This is an optimization exercise on Yosys and OpenROAD, whose aim is small area, not a production implementation. Function was checked by simulation only, so behaviour that the tests miss may differ from the original. Power and IR drop assume default switching activity.

build 27:
// sound_top
module sound_top (
	input  wire        clock,
	input  wire        reset,
	input  wire        ready,        
	input  wire [3:0]  game_state,
	input  wire        flash_busy,
	input  wire [7:0]  flash_data,
	output wire [22:0] flash_addr,
	output wire        flash_read,
	output logic       loaded,
	output logic [7:0] to_ac97_data
);
Size: about 420 flip-flops, ~49 I/O pins, roughly 0.014 mm2 of cells after synthesis.
export LEC_CHECK = 0
export CAP_MARGIN = 20
export CORE_MARGIN = 2
export CORE_UTILIZATION = 50
export CTS_CLUSTER_DIAMETER = 120
export CTS_CLUSTER_SIZE = 30
export PLACE_DENSITY = 0.65
export SLEW_MARGIN = 20
export SYNTH_HIERARCHICAL = 1
create_clock -name core_clock -period 10.0 [get_ports {clock}]
standard.sh (not shown) runs the stock make flow with config.mk's settings and CLKGATE_MAP_FILE= SYNTH_SCRIPT=/design/flow/synth_recipe.tcl, a recipe that flattens the netlist after the stock synthesis.
==> flow/flow/run.sh <==
#!/bin/bash
# Own flow: the standard layout (standard.sh, unchanged synthesis) with the
# port buffers made from the smallest buffer cell, and clock tree synthesis
# without dummy balancing loads.
set -euo pipefail
bash standard.sh \
	BUFFER_PORTS_ARGS="-buffer_cell sky130_fd_sc_hd__buf_1" \
	CTS_ARGS="-sink_clustering_enable -repair_clock_nets -sink_clustering_size 30 -sink_clustering_max_diameter 120 -dont_use_dummy_load" \
	finish > flow_make.log 2>&1
Here is what was changed in the inputs of build 52 compared with build 27.
==> flow/flow/run.sh <==
#!/bin/bash
# Own flow: the standard layout (standard.sh, unchanged synthesis) with
# - the port buffers made from the smallest buffer cell (buf_1),
# - clock tree synthesis with fixed sink clusters, no dummy balancing loads
#   and clkbuf_8 for the root and inner tree buffers,
# - one tie cell for all the constant outputs (no per-load tie repair).
# make's output goes to flow_make.log; ORFS keeps each step's log under orfs/logs.
set -euo pipefail
bash standard.sh \
	BUFFER_PORTS_ARGS="-buffer_cell sky130_fd_sc_hd__buf_1" \
	CTS_ARGS="-sink_clustering_enable -repair_clock_nets -sink_clustering_size 30 -sink_clustering_max_diameter 120 -dont_use_dummy_load -root_buf sky130_fd_sc_hd__clkbuf_8 -tree_buf sky130_fd_sc_hd__clkbuf_8" \
	SKIP_REPAIR_TIE_FANOUT=1 \
	finish > flow_make.log 2>&1
--- a/flow/config.mk
+++ b/flow/config.mk
@@ -8,8 +8,8 @@
 export CAP_MARGIN = 20
 export CORE_MARGIN = 2
-export CORE_UTILIZATION = 50
+export CORE_UTILIZATION = 60
 export CTS_CLUSTER_DIAMETER = 120
 export CTS_CLUSTER_SIZE = 30
-export PLACE_DENSITY = 0.65
+export PLACE_DENSITY = 0.75
 export SLEW_MARGIN = 20
 export SYNTH_HIERARCHICAL = 1
[summary]
Build 27 → build 52: detail-routed via count per cell grew by 6.0%, routed wire length shrank by about 2.4%, share of the core filled with cells grew by 11 points, peak supply drop shrank by 6.5%, required time at the worst-slack endpoint grew by 0.07 ns.
Fraction of power consumed by combinational cells of build 52 is on par with build 27.
Total of hold buffers inserted after clock tree synthesis: build 52 vs build 27 identical
The inputs of build 78 differ from those of build 52 as listed below.
==> flow/flow/run.sh <==
#!/bin/bash
# Own flow: the standard layout (standard.sh, unchanged synthesis) with
# - the port buffers made from the smallest buffer cell (buf_1),
# - clock tree synthesis with fixed sink clusters, no dummy balancing loads
#   and clkbuf_4 for the root and inner tree buffers,
# - one tie cell for all the constant outputs (no per-load tie repair).
# make's output goes to flow_make.log; ORFS keeps each step's log under orfs/logs.
set -euo pipefail
bash standard.sh \
	BUFFER_PORTS_ARGS="-buffer_cell sky130_fd_sc_hd__buf_1" \
	CTS_ARGS="-sink_clustering_enable -repair_clock_nets -sink_clustering_size 30 -sink_clustering_max_diameter 120 -dont_use_dummy_load -root_buf sky130_fd_sc_hd__clkbuf_4 -tree_buf sky130_fd_sc_hd__clkbuf_4" \
	SKIP_REPAIR_TIE_FANOUT=1 \
	finish > flow_make.log 2>&1
Notes after the runs:
The final layout from build 78, which completed every stage, passed the timing, DRC and antenna checks at the end of the flow. Taking build 52 as the reference, in build 78 non-clock buffering overhead in the final layout comparable, clock share of power now smaller, total via count in the routed design about even. STATUS cell-internal power: build 78 wins against build 52. On routed wire length on met2, build 52 and build 78 are neck and neck. Between build 78 and build 52, the via count of the first global-routing pass does not differ in any meaningful way. [compare] base=build 52 new=build 78: maximum frequency held steady; sum of routed wire length over all layers picked up an extra 0.31%. | area added between synthesis and finish | build 52 vs build 78 | ≈ equal |. NOTE: final hold slack in build 78 falls short of that of build 52.
[inputs] build 97 vs build 78
==> flow/flow/run.sh <==
#!/bin/bash
# Own flow: the standard layout (standard.sh, unchanged synthesis) with
# - the port buffers made from the smallest buffer cell (buf_1),
# - clock tree synthesis with fixed sink clusters, no dummy balancing loads
#   and clkbuf_8 for the root and inner tree buffers.
# make's output goes to flow_make.log; ORFS keeps each step's log under orfs/logs.
set -euo pipefail
bash standard.sh \
	BUFFER_PORTS_ARGS="-buffer_cell sky130_fd_sc_hd__buf_1" \
	CTS_ARGS="-sink_clustering_enable -repair_clock_nets -sink_clustering_size 30 -sink_clustering_max_diameter 120 -dont_use_dummy_load -root_buf sky130_fd_sc_hd__clkbuf_8 -tree_buf sky130_fd_sc_hd__clkbuf_8" \
	finish > flow_make.log 2>&1
[summary]
The met2 routed wirelength number comes out lower for build 97 vs build 78.
Build 97 -> build 78: count of different cell masters after synthesis delta 0, exact match
Number of antenna violations at the first check in global routing in build 97 is 1 below build 78.
Achievable clock frequency, build 97 and build 78: lower on build 97
NOTE: number of non-filler instances in the completed layout in build 97 exceeds that of build 78
Number of tap cells added at floorplan: build 97 vs build 78 identical
Build 97 and build 78 ended up with roughly the same longest individual stage delay on the worst path.
[compare] base=build 78 new=build 97: post-route minimum period higher, power dissipated in the clock network higher, combinational share of power roughly the same.
Input changes introduced in build 47 (baseline for comparison: build 97):
==> flow/flow/run.sh <==
#!/bin/bash
# Own flow: the standard layout (standard.sh, unchanged synthesis) with the
# port buffers made from the smallest buffer cell, and clock tree synthesis
# without dummy balancing loads.
set -euo pipefail
bash standard.sh \
	BUFFER_PORTS_ARGS="-buffer_cell sky130_fd_sc_hd__buf_1" \
	CTS_ARGS="-sink_clustering_enable -repair_clock_nets -sink_clustering_size 30 -sink_clustering_max_diameter 120 -dont_use_dummy_load -root_buf sky130_fd_sc_hd__clkbuf_8 -tree_buf sky130_fd_sc_hd__clkbuf_8" \
	SKIP_REPAIR_TIE_FANOUT=1 \
	finish > flow_make.log 2>&1
Findings:
Compared with build 97, in build 47 multi-input combinational cell count decreased 3.1%; area of all placed cells without fillers decreased 54 um2; final-layout fill cell count decreased 6.
Inputs modified between build 47 and build 29:
==> flow/flow/run.sh <==
#!/bin/bash
# Own flow: the standard layout (standard.sh, unchanged synthesis) with the
# port buffers made from the smallest buffer cell, and clock tree synthesis
# without dummy balancing loads.
set -euo pipefail
bash standard.sh \
	BUFFER_PORTS_ARGS="-buffer_cell sky130_fd_sc_hd__buf_1" \
	CTS_ARGS="-sink_clustering_enable -repair_clock_nets -sink_clustering_size 30 -sink_clustering_max_diameter 120 -dont_use_dummy_load" \
	finish > flow_make.log 2>&1
Notes after the runs:
Relative contribution of the clock network to total power (higher): build 29. Wire length of the first global-routing pass of build 29 falls short of that of build 47 slightly. Against build 47, build 29 comes in about 43% higher on first-iteration DRC count. Summary: with build 47 as the reference, total power of the final layout in build 29 moved up slightly. NOTE fill cell total of the finished layout build 47->build 29 increased slightly. Combinational cell fraction of total power: build 29 vs build 47, no meaningful difference. Number of well-tap cells placed came out exactly the same in build 47 and build 29. From build 29 to build 47, maximum fanout encountered on the critical timing path did not move at all. Build 29 against build 47: routed wire length decreased about 0.7%; total inserted antenna cells ~0 delta; internal cell power picked up an extra about 1.4%.

static timing again, ports no longer ideal:
The results above use ideal ports. As a check the final layouts listed here were re-extracted and re-timed, cells and wires unchanged. Step 1 sets driving cells, clkbuf_16 on the clock port and buf_2 on the other inputs (assumed; they add their load-dependent delay and slew). Step 2 times the ports against the registers' clock, not the clock port: input delays grow and output delays shrink by t, the midpoint of the rising clock arrivals with the driver on. Slacks: ideal ports / drivers / drivers and shift; pairs: ideal ports / drivers.
run	t (ns)	setup slack, ns	latest minus earliest clock arrival (ns)	worst slew at a driven data input, ns	pins driven straight from the clock port
build 27	0.536	2.110 / 2.110 / 2.110	0.072 / 0.073	0.04	1
build 52	0.597	2.215 / 2.215 / 2.215	0.072 / 0.071	0.05	1
build 78	0.756	2.207 / 2.207 / 2.207	0.074 / 0.074	0.05	1
build 97	0.579	2.038 / 2.038 / 2.038	0.099 / 0.099	0.05	1
build 47	0.597	2.215 / 2.215 / 2.215	0.072 / 0.071	0.05	1
build 29	0.525	2.038 / 2.038 / 2.038	0.086 / 0.086	0.05	1
After both steps every run listed still meets setup and hold.
